This design comes from an exercise in tuning for small area on the open sky130 flow, not from production work.
Only simulation tests tie the RTL to the original design; equivalence was not proved.
Power figures rest on the tool's default switching activity, not on a simulated workload.

==> design.v <==
package spe_pkg;
    localparam int WINDOW_BYTES = 32;
    localparam int ADDR_W       = (WINDOW_BYTES > 1) ? $clog2(WINDOW_BYTES) : 1;
    localparam int LANES = 8;
    localparam int CNT_W = 16;
    localparam logic [CNT_W-1:0] CNT_MAX = {CNT_W{1'b1}};
    localparam int SCALE = 1000;
    localparam int THR_W = $clog2(SCALE * (2 ** CNT_W));
    localparam int TOTAL_W = 16;
    localparam int TOL_W   = 9;
    localparam logic [TOTAL_W-1:0] TOTAL_RST = TOTAL_W'(1000);
    localparam logic [TOL_W-1:0]   TOL_RST   = TOL_W'(1);
    localparam int PADDR_W = 3;
    localparam int PDATA_W = 32;
    localparam logic REG_SAMPLE_TOTAL = 1'b0;
    localparam logic REG_TOLERANCE    = 1'b1;
    localparam logic [1:0] ACT_ACCUM  = 2'd0;
    localparam logic [1:0] ACT_STORE  = 2'd1;
    localparam logic [1:0] ACT_ENROLL = 2'd2;
    typedef struct packed {
        logic [1:0] action;
        logic [4:0] byte_index;
        logic [7:0] sample_byte;
    } spe_in_t;
    typedef struct packed {
        logic [4:0] out_index;
        logic [7:0] key_byte;
        logic [7:0] mask_byte;
        logic [7:0] helper_byte;
    } spe_out_t;
    typedef struct packed {
        logic              accum;
        logic              row_valid;
        logic [ADDR_W-1:0] addr;
    } spe_lane_ctrl_t;
endpackage
module spe_ram #(
    parameter int WIDTH = 16,
    parameter int DEPTH = 32
) (
    input  logic                                           clk,
    input  logic                                           we,
    input  logic [((DEPTH > 1) ? $clog2(DEPTH) : 1)-1:0]   waddr,
    input  logic [WIDTH-1:0]                               wdata,
    input  logic [((DEPTH > 1) ? $clog2(DEPTH) : 1)-1:0]   raddr,
    output logic [WIDTH-1:0]                               rdata
);
    logic [WIDTH-1:0] mem [DEPTH];
    always_ff @(posedge clk)
    begin
        if (we)
        begin
            mem[waddr] <= wdata;
        end
        rdata <= mem[raddr];
    end
endmodule
module spe_lane (
    input  logic                         clk,
    input  logic                         rst_n,
    input  logic [spe_pkg::ADDR_W-1:0]   rd_addr,
    input  spe_pkg::spe_lane_ctrl_t      ctrl,
    input  logic                         sample_bit,
    input  logic [spe_pkg::THR_W-1:0]    thr_hi,
    input  logic [spe_pkg::THR_W-1:0]    thr_lo,
    output logic                         stable
);
    logic [spe_pkg::CNT_W-1:0]  rdata;
    logic [spe_pkg::CNT_W-1:0]  count;
    logic [spe_pkg::CNT_W-1:0]  count_inc;
    logic [spe_pkg::THR_W-1:0]  scaled;
    logic                        lw_valid_reg, lw_valid_next;
    logic [spe_pkg::ADDR_W-1:0]  lw_addr_reg;
    logic [spe_pkg::CNT_W-1:0]   lw_data_reg;
    spe_ram #(
        .WIDTH (spe_pkg::CNT_W),
        .DEPTH (spe_pkg::WINDOW_BYTES)
    ) u_ram (
        .clk   (clk),
        .we    (ctrl.accum),
        .waddr (ctrl.addr),
        .wdata (count_inc),
        .raddr (rd_addr),
        .rdata (rdata)
    );
    always_comb
    begin
        if (lw_valid_reg && (lw_addr_reg == ctrl.addr))
        begin
            count = lw_data_reg;
        end
        else if (ctrl.row_valid)
        begin
            count = rdata;
        end
        else
        begin
            count = '0;
        end
        if (sample_bit && (count != spe_pkg::CNT_MAX))
        begin
            count_inc = count + spe_pkg::CNT_W'(1);
        end
        else
        begin
            count_inc = count;
        end
        scaled = spe_pkg::THR_W'(count) * spe_pkg::THR_W'(spe_pkg::SCALE);
        stable = (scaled >= thr_hi) || (scaled <= thr_lo);
    end
    assign lw_valid_next = ctrl.accum;
    always_ff @(posedge clk or negedge rst_n)
    begin
        if (!rst_n)
        begin
            lw_valid_reg <= 1'b0;
        end
        else
        begin
            lw_valid_reg <= lw_valid_next;
        end
    end
    always_ff @(posedge clk)
    begin
        lw_addr_reg <= ctrl.addr;
        lw_data_reg <= count_inc;
    end
endmodule
module spe_merge (
    input  logic                       clk,
    input  logic                       rst_n,
    input  logic                       enroll,
    input  logic [4:0]                 index,
    input  logic [7:0]                 ref_byte,
    input  logic [spe_pkg::LANES-1:0]  stable,
    output spe_pkg::spe_out_t          result,
    output logic                       result_strobe
);
    spe_pkg::spe_out_t result_reg, result_next;
    logic              strobe_reg, strobe_next;
    logic [7:0]        key;
    always_comb
    begin
        key                     = ref_byte & stable;
        result_next.out_index   = index;
        result_next.mask_byte   = stable;
        result_next.key_byte    = key;
        result_next.helper_byte = key ^ {8{key[7]}};
        strobe_next             = enroll;
    end
    always_ff @(posedge clk or negedge rst_n)
    begin
        if (!rst_n)
        begin
            strobe_reg <= 1'b0;
        end
        else
        begin
            strobe_reg <= strobe_next;
        end
    end
    always_ff @(posedge clk)
    begin
        result_reg <= result_next;
    end
    assign result        = result_reg;
    assign result_strobe = strobe_reg;
endmodule
module sram_puf_enrollment_core (
    input  logic                          clk,
    input  logic                          rst_n,
    input  logic                          start,
    output logic                          busy,
    input  logic [14:0]                   item_word,
    output logic [28:0]                   result_word,
    output logic                          result_strobe,
    input  logic                          psel,
    input  logic                          penable,
    input  logic                          pwrite,
    input  logic [spe_pkg::PADDR_W-1:0]   paddr,
    input  logic [spe_pkg::PDATA_W-1:0]   pwdata,
    output logic [spe_pkg::PDATA_W-1:0]   prdata,
    output logic                          pready
);
    logic [spe_pkg::TOTAL_W-1:0] total_reg, total_next;
    logic [spe_pkg::TOL_W-1:0]   tol_reg, tol_next;
    logic [spe_pkg::THR_W-1:0]   thr_hi_reg, thr_hi_next;
    logic [spe_pkg::THR_W-1:0]   thr_lo_reg, thr_lo_next;
    logic                        cfg_wr;
    spe_pkg::spe_in_t  item;
    spe_pkg::spe_out_t result;
    assign item        = item_word;
    assign result_word = result;
    assign pready = 1'b1;
    assign busy   = 1'b0;
    assign cfg_wr = psel && penable && pwrite && pready;
    always_comb
    begin
        total_next = total_reg;
        tol_next   = tol_reg;
        if (cfg_wr)
        begin
            case (paddr[2])
                spe_pkg::REG_SAMPLE_TOTAL: total_next = pwdata[spe_pkg::TOTAL_W-1:0];
                spe_pkg::REG_TOLERANCE:    tol_next   = pwdata[spe_pkg::TOL_W-1:0];
                default: ;
            endcase
        end
        thr_hi_next = (spe_pkg::THR_W'(spe_pkg::SCALE) - spe_pkg::THR_W'(tol_next))
                      * spe_pkg::THR_W'(total_next);
        thr_lo_next = spe_pkg::THR_W'(tol_next) * spe_pkg::THR_W'(total_next);
    end
    always_comb
    begin
        case (paddr[2])
            spe_pkg::REG_SAMPLE_TOTAL: prdata = spe_pkg::PDATA_W'(total_reg);
            spe_pkg::REG_TOLERANCE:    prdata = spe_pkg::PDATA_W'(tol_reg);
            default:                   prdata = '0;
        endcase
    end
    always_ff @(posedge clk or negedge rst_n)
    begin
        if (!rst_n)
        begin
            total_reg  <= spe_pkg::TOTAL_RST;
            tol_reg    <= spe_pkg::TOL_RST;
            thr_hi_reg <= spe_pkg::THR_W'((spe_pkg::SCALE - int'(spe_pkg::TOL_RST))
                                          * int'(spe_pkg::TOTAL_RST));
            thr_lo_reg <= spe_pkg::THR_W'(int'(spe_pkg::TOL_RST) * int'(spe_pkg::TOTAL_RST));
        end
        else
        begin
            total_reg  <= total_next;
            tol_reg    <= tol_next;
            thr_hi_reg <= thr_hi_next;
            thr_lo_reg <= thr_lo_next;
        end
    end
    logic                        accept;
    logic                        in_window;
    logic [spe_pkg::ADDR_W-1:0]  in_addr;
    logic                        ref_we;
    logic [7:0]                  ref_rdata;
    assign accept    = start && !busy;
    assign in_window = (32'(item.byte_index) < spe_pkg::WINDOW_BYTES);
    assign in_addr   = spe_pkg::ADDR_W'(item.byte_index);
    assign ref_we    = accept && in_window && (item.action == spe_pkg::ACT_STORE);
    spe_ram #(
        .WIDTH (8),
        .DEPTH (spe_pkg::WINDOW_BYTES)
    ) u_ref_ram (
        .clk   (clk),
        .we    (ref_we),
        .waddr (in_addr),
        .wdata (item.sample_byte),
        .raddr (in_addr),
        .rdata (ref_rdata)
    );
    logic                        s1_valid_reg, s1_valid_next;
    logic [1:0]                  s1_action_reg;
    logic [4:0]                  s1_index_reg;
    logic [spe_pkg::ADDR_W-1:0]  s1_addr_reg;
    logic [7:0]                  s1_sample_reg;
    assign s1_valid_next = accept && in_window &&
                           ((item.action == spe_pkg::ACT_ACCUM) ||
                            (item.action == spe_pkg::ACT_ENROLL));
    always_ff @(posedge clk or negedge rst_n)
    begin
        if (!rst_n)
        begin
            s1_valid_reg <= 1'b0;
        end
        else
        begin
            s1_valid_reg <= s1_valid_next;
        end
    end
    always_ff @(posedge clk)
    begin
        s1_action_reg <= item.action;
        s1_index_reg  <= item.byte_index;
        s1_addr_reg   <= in_addr;
        s1_sample_reg <= item.sample_byte;
    end
    logic [spe_pkg::WINDOW_BYTES-1:0] row_valid_reg, row_valid_next;
    logic                             s1_accum;
    logic                             s1_enroll;
    assign s1_accum  = s1_valid_reg && (s1_action_reg == spe_pkg::ACT_ACCUM);
    assign s1_enroll = s1_valid_reg && (s1_action_reg == spe_pkg::ACT_ENROLL);
    always_comb
    begin
        row_valid_next = row_valid_reg;
        if (s1_accum)
        begin
            row_valid_next[s1_addr_reg] = 1'b1;
        end
    end
    always_ff @(posedge clk or negedge rst_n)
    begin
        if (!rst_n)
        begin
            row_valid_reg <= '0;
        end
        else
        begin
            row_valid_reg <= row_valid_next;
        end
    end
    spe_pkg::spe_lane_ctrl_t     lane_ctrl;
    logic [spe_pkg::LANES-1:0]   lane_stable;
    assign lane_ctrl.accum     = s1_accum;
    assign lane_ctrl.row_valid = row_valid_reg[s1_addr_reg];
    assign lane_ctrl.addr      = s1_addr_reg;
    for (genvar b = 0; b < spe_pkg::LANES; b++)
    begin : g_lane
        spe_lane u_lane (
            .clk        (clk),
            .rst_n      (rst_n),
            .rd_addr    (in_addr),
            .ctrl       (lane_ctrl),
            .sample_bit (s1_sample_reg[b]),
            .thr_hi     (thr_hi_reg),
            .thr_lo     (thr_lo_reg),
            .stable     (lane_stable[b])
        );
    end
    spe_merge u_merge (
        .clk           (clk),
        .rst_n         (rst_n),
        .enroll        (s1_enroll),
        .index         (s1_index_reg),
        .ref_byte      (ref_rdata),
        .stable        (lane_stable),
        .result        (result),
        .result_strobe (result_strobe)
    );
endmodule
==> run.sh <==
#!/bin/bash
# synth_recipe.tcl (not shown) runs the flow's synth.tcl, then flattens the netlist and writes it again
# the make line also repeats each setting of config.mk as NAME=value (left out here)
make -C /OpenROAD-flow-scripts/flow DESIGN_CONFIG=/design/flow/config.mk WORK_HOME=/design/flow/orfs CLKGATE_MAP_FILE= SYNTH_SCRIPT=/design/flow/synth_recipe.tcl finish
==> config.mk <==
export PLATFORM = sky130hd
export DESIGN_NAME = sram_puf_enrollment_core
export DESIGN_NICKNAME = sram_puf_enrollment_core
export VERILOG_FILES = /design/flow/design.v
export SDC_FILE = /design/flow/constraint.sdc
export NUM_CORES = 4
export LEC_CHECK = 0
export CAP_MARGIN = 20
export CORE_MARGIN = 2
export CORE_UTILIZATION = 40
export SLEW_MARGIN = 20
==> constraint.sdc <==
create_clock -name core_clock -period 10.0 [get_ports {clk}]
set_input_delay 2.0000 -clock core_clock [delete_from_list [all_inputs] [get_ports {clk}]]
set_output_delay 2.0000 -clock core_clock [all_outputs]
set_load 0.01 [all_outputs]
==> results.txt <==
[final timing paths]
kind,startpoint,end,slack (ns),cells after the start
min in group asynchronous,rst_n,u_merge.strobe_reg,1.06,1
max,s1_addr_reg[3],u_merge.result_reg[3],0.60,30
max reg2reg,s1_addr_reg[3],u_merge.result_reg[3],0.60,30
max in group asynchronous,rst_n,thr_lo_reg[20],7.71,2
min reg2reg,row_valid_reg[22],row_valid_reg[22],0.46,1
min,row_valid_reg[22],row_valid_reg[22],0.46,1
[through the flow]
| step | utilization (%) | area, sq um |
|---|---|---|
| 2_1_floorplan | - | 214700 |
| 3_3_place_gp | 42.52 | 227700 |
| 3_5_place_dp | 42.55 | 227800 |
| 4_1_cts | 45.41 | 243200 |
| 5_1_grt | 45.42 | 243200 |
| 6_report | 45.43 | 243200 |
[critical path, delay by kind of cell, from the launching register on]
kind            cells  cell delay (ns)
fa+ha+maj           6             2.68
xor+xnor            3             0.47
buf+inv             6             0.66
flops               1             0.70
compound gates     11             3.02
simple gates        4             1.55
[synthesized netlist by cell type (49+ instances only)]
cell,number
sky130_fd_sc_hd__a211oi_1,49
sky130_fd_sc_hd__a21o_1,150
sky130_fd_sc_hd__a21oi_1,252
sky130_fd_sc_hd__a22oi_1,614
sky130_fd_sc_hd__buf_1,122
sky130_fd_sc_hd__clkbuf_1,308
sky130_fd_sc_hd__dfrtp_1,85
sky130_fd_sc_hd__dfxtp_1,307
sky130_fd_sc_hd__edfxtp_1,4352
sky130_fd_sc_hd__fa_1,598
sky130_fd_sc_hd__ha_1,871
sky130_fd_sc_hd__inv_1,1015
sky130_fd_sc_hd__mux4_2,1095
sky130_fd_sc_hd__nand2_1,300
sky130_fd_sc_hd__nand3_1,93
sky130_fd_sc_hd__nand4_1,217
sky130_fd_sc_hd__nor2_1,429
sky130_fd_sc_hd__nor2b_1,52
sky130_fd_sc_hd__nor3_1,68
sky130_fd_sc_hd__o21ai_0,146
sky130_fd_sc_hd__xnor2_1,318
sky130_fd_sc_hd__xor2_1,71
[power breakdown]
group	internal, W	switching (W)
registers	0.0225	0.000196
logic	0.00720	0.0117
clock network	0.00994	0.00767
[placed cells by master, fill, tap and decap left out, types with 68 or more instances in the layout]
cell type                         synthesis  routed
sky130_fd_sc_hd__inv_1                 1015    1015
sky130_fd_sc_hd__xnor2_2                 11     111
sky130_fd_sc_hd__buf_4                   23     415
sky130_fd_sc_hd__nand3_1                 93      93
sky130_fd_sc_hd__o21ai_0                146     145
sky130_fd_sc_hd__nand4_1                217     217
sky130_fd_sc_hd__dfxtp_1                307     306
sky130_fd_sc_hd__clkbuf_1               308     105
sky130_fd_sc_hd__fa_1                   598     598
sky130_fd_sc_hd__a22oi_1                614     610
sky130_fd_sc_hd__xnor2_1                318     205
sky130_fd_sc_hd__xor2_1                  71      68
sky130_fd_sc_hd__dfrtp_1                 85      85
sky130_fd_sc_hd__ha_1                   871     871
sky130_fd_sc_hd__nand2_1                300     300
sky130_fd_sc_hd__clkdlybuf4s50_1          0      78
sky130_fd_sc_hd__mux4_2                1095    1095
sky130_fd_sc_hd__edfxtp_1              4352    4352
sky130_fd_sc_hd__clkinv_1                 3      89
sky130_fd_sc_hd__clkbuf_16                0     476
sky130_fd_sc_hd__clkinv_2                 0      82
sky130_fd_sc_hd__nor2_1                 429     395
sky130_fd_sc_hd__a21oi_1                252     252
sky130_fd_sc_hd__a21o_1                 150     150
[cell type report]
type | instances | area share (%)
Tap cell | 7181 | 3.694
Clock inverter | 256 | 1.032
Clock buffer | 619 | 5.270
Timing Repair Buffer | 543 | 2.003
Antenna cell | 5 | 0.005144
Sequential cell | 4769 | 57.40
Multi-Input combinational cell | 5908 | 29.00
Inverter | 1038 | 1.602
[metal layers]
layer  GRT usage (%)  vias up
li1                -    48655
met5               0        -
met1           32.86    62960
met2           35.08     5344
met3           3.605      848
met4           5.538        6
[cell families after synthesis]
logic type | share of synthesized area, %
buf+inv | 2.784
other cells | 0.003499
flops | 65.05
compound gates | 5.002
mux | 11.71
simple gates | 3.129
xor+xnor | 1.671
fa+ha+maj | 10.66
[what timing repair did]
item / in CTS / in global routing
gates resized for setup: 0 / 7
setup endpoints to repair: 0 / 5
hold endpoints to repair: 0 / 0
==> results.txt <==
* Antenna violations before repair at 37
* Share of the synthesized area in the top cell type at 60.89%
* Cell type contributing the most total cell area after synthesis: sky130_fd_sc_hd__edfxtp_1
* Post-synthesis cell count at 12.20k
* Core area at 535500 sq um
* Setup violators final at 0
* Maximum frequency from static timing analysis at 0.1064 GHz
* Worst slew pin tran at 1.215 ns
* Relative slew margins at 18.26%
* Buffer type at the clock tree root: sky130_fd_sc_hd__clkbuf_16
* Starting DRT DRC Count at 14.30k
* Peak supply drop at 1.149 mV
* Area growth from synthesis to layout at 13.33%
* Number of buffers inserted to repair setup after CTS at 0
* Largest Register: g_lane.u_lane.u_ram.mem
* Min Clock Period, post-route at 9.396 ns
* Most frequent cell on the critical path: sky130_fd_sc_hd__inv_1
* Die width at 736.5 um
* Async set-or-reset flop fraction in the synthesized netlist at 2.307%
* Slowest stage cell on the critical path: sky130_fd_sc_hd__dfxtp_1
* Largest clock skew in the final design at 0.09057 ns
* Average footprint of a synthesized cell at 17.60 sq um
* Count of standard-cell rows at 269
* Combined area of the multi-input logic cells at 70540 sq um
* CTS tree: built
* Top layer used by detailed routing: met5
* Arr. time, crit path at 10.33 ns
* Wire length of the first global-routing pass at 874200 um
* Number of synthesis warnings at 5
* Number of flip-flops under the largest register name at 4096
* Starting density of the core at 40.08%
* Overall power consumption at 0.05922 W
* DPL Wire Length at 349300 um
* Cell types with the largest area share after synthesis: sky130_fd_sc_hd__edfxtp_1 61%, sky130_fd_sc_hd__mux4_2 11%, sky130_fd_sc_hd__fa_1 5.6%, sky130_fd_sc_hd__ha_1 5.1%, sky130_fd_sc_hd__dfxtp_1 2.9%
* Hold Slack at 0.4570 ns
* Register area at 139600 sq um
* # fillers at 45.72k
* Total power per unit cell area at 243.4 nW/um^2
* Endpoints failing hold at 0
* Via count of the first global-routing pass at 117.6k
* Regs by FF count: g_lane.u_lane.u_ram.mem (4096), u_ref_ram.mem (256)
* Non-filler instance count after layout at 20.32k
* Crit path largest cell delay at 0.70 ns
* Met3 routed wirelength at 54340 um
* Hold crit path type: reg -> reg
* Distinct cell type count after synthesis at 104
* Post-synthesis instance area at 214600 sq um
* Met1 routed wirelength after detailed routing at 261800 um
* Flip-flop and latch count after synthesis at 4769
* CTS H-Tree Depth at 5
* Inserted Clock Buffers at 467
* Status: timing/DRC/antenna clean
* Dominant register cell in the synthesized netlist: sky130_fd_sc_hd__edfxtp_1
* Number of ports placed on the die boundary at 120
* Largest net degree at the start of global routing at 140
* Hold buffers post-CTS at 0
* Nature of the critical path startpoint: flop
* Total placed cells including tap cells at 19.44k
* Post-synthesis sequential area ratio at 65.05%
* Type of the worst setup path: reg -> reg
* Sum of met2 wire segment lengths after detailed routing at 281700 um
* Routability cong. at 0.8751
* Die Footprint at 542500 sq um
* Critical Path Fanout Max at 63
* Number of buffers between clock root and the deepest sink at 4
* Crit share post-route at 93.96%
* Share of layout cells above drive strength 1 at 19.51%
* Total Nets Final at 14.25k
* Vert. Die Dim at 736.5 um
* Vias post-DR at 117.8k
* Clock-pin slew on the worst setup and hold paths at 0.06 ns
* Required time at the worst-slack endpoint at 10.93 ns
* Count of unresolved DRC violations after routing at 0
* ANT nets after route at 0
* Number of pins with negative max-slew slack in the final report at 0
* Remaining global-route overflow at 0
* Vias per cell at 5.798
* Clock Sink Count at 4769
* Total routing resource utilization after global routing at 22.40%
* Max capacitance violation total at 0
* Final wirelength at 614500 um
* Worst Setup Slack, final at 0.6037 ns
* Worst-Skew Late Latency at 1.05 ns
* Routed wire per std cell at 30.24 um
* LEAKAGE at 89.27 nW
* Setup_tns at 0 ns
* CP endpoint kind: flop
* Pre-antenna DRT Iters at 5
* Unrepaired setup endpoints after global routing: false
* Number of enable-type register cells in the synthesized netlist at 4352
* Port buffer count at 82
* Placement-stage worst setup slack at 0.3857 ns

==> separate check: timing with driven ports <==
How much do the figures lean on ideal ports? The routed layout below was timed once more, with nothing changed but the port constraints.
Step 1 (the two cells are an assumption about what drives the block):
set clk [get_ports {clk}]
set_driving_cell -lib_cell sky130_fd_sc_hd__clkbuf_16 $clk
set_driving_cell -lib_cell sky130_fd_sc_hd__buf_2 [delete_from_list [all_inputs] $clk]
Step 2 adds t to the input delays and takes it off the output delays; t is the mean of the earliest and latest rising clock arrival at the registers after step 1. Input paths then give back, and output paths get back, about the clock's delay inside the block.
Three values: no drivers, after step 1, after step 2; two values: the first two.
t, ns: 1.137
setup slack, ns: 0.604 / 0.604 / 0.307
worst setup path at the end: input to register
worst data-port slew with drivers (ns): 0.09
After both steps setup and hold are still met in this run. The setup slack of this run moves by 0.000 ns with the drivers and by -0.297 ns with both steps.
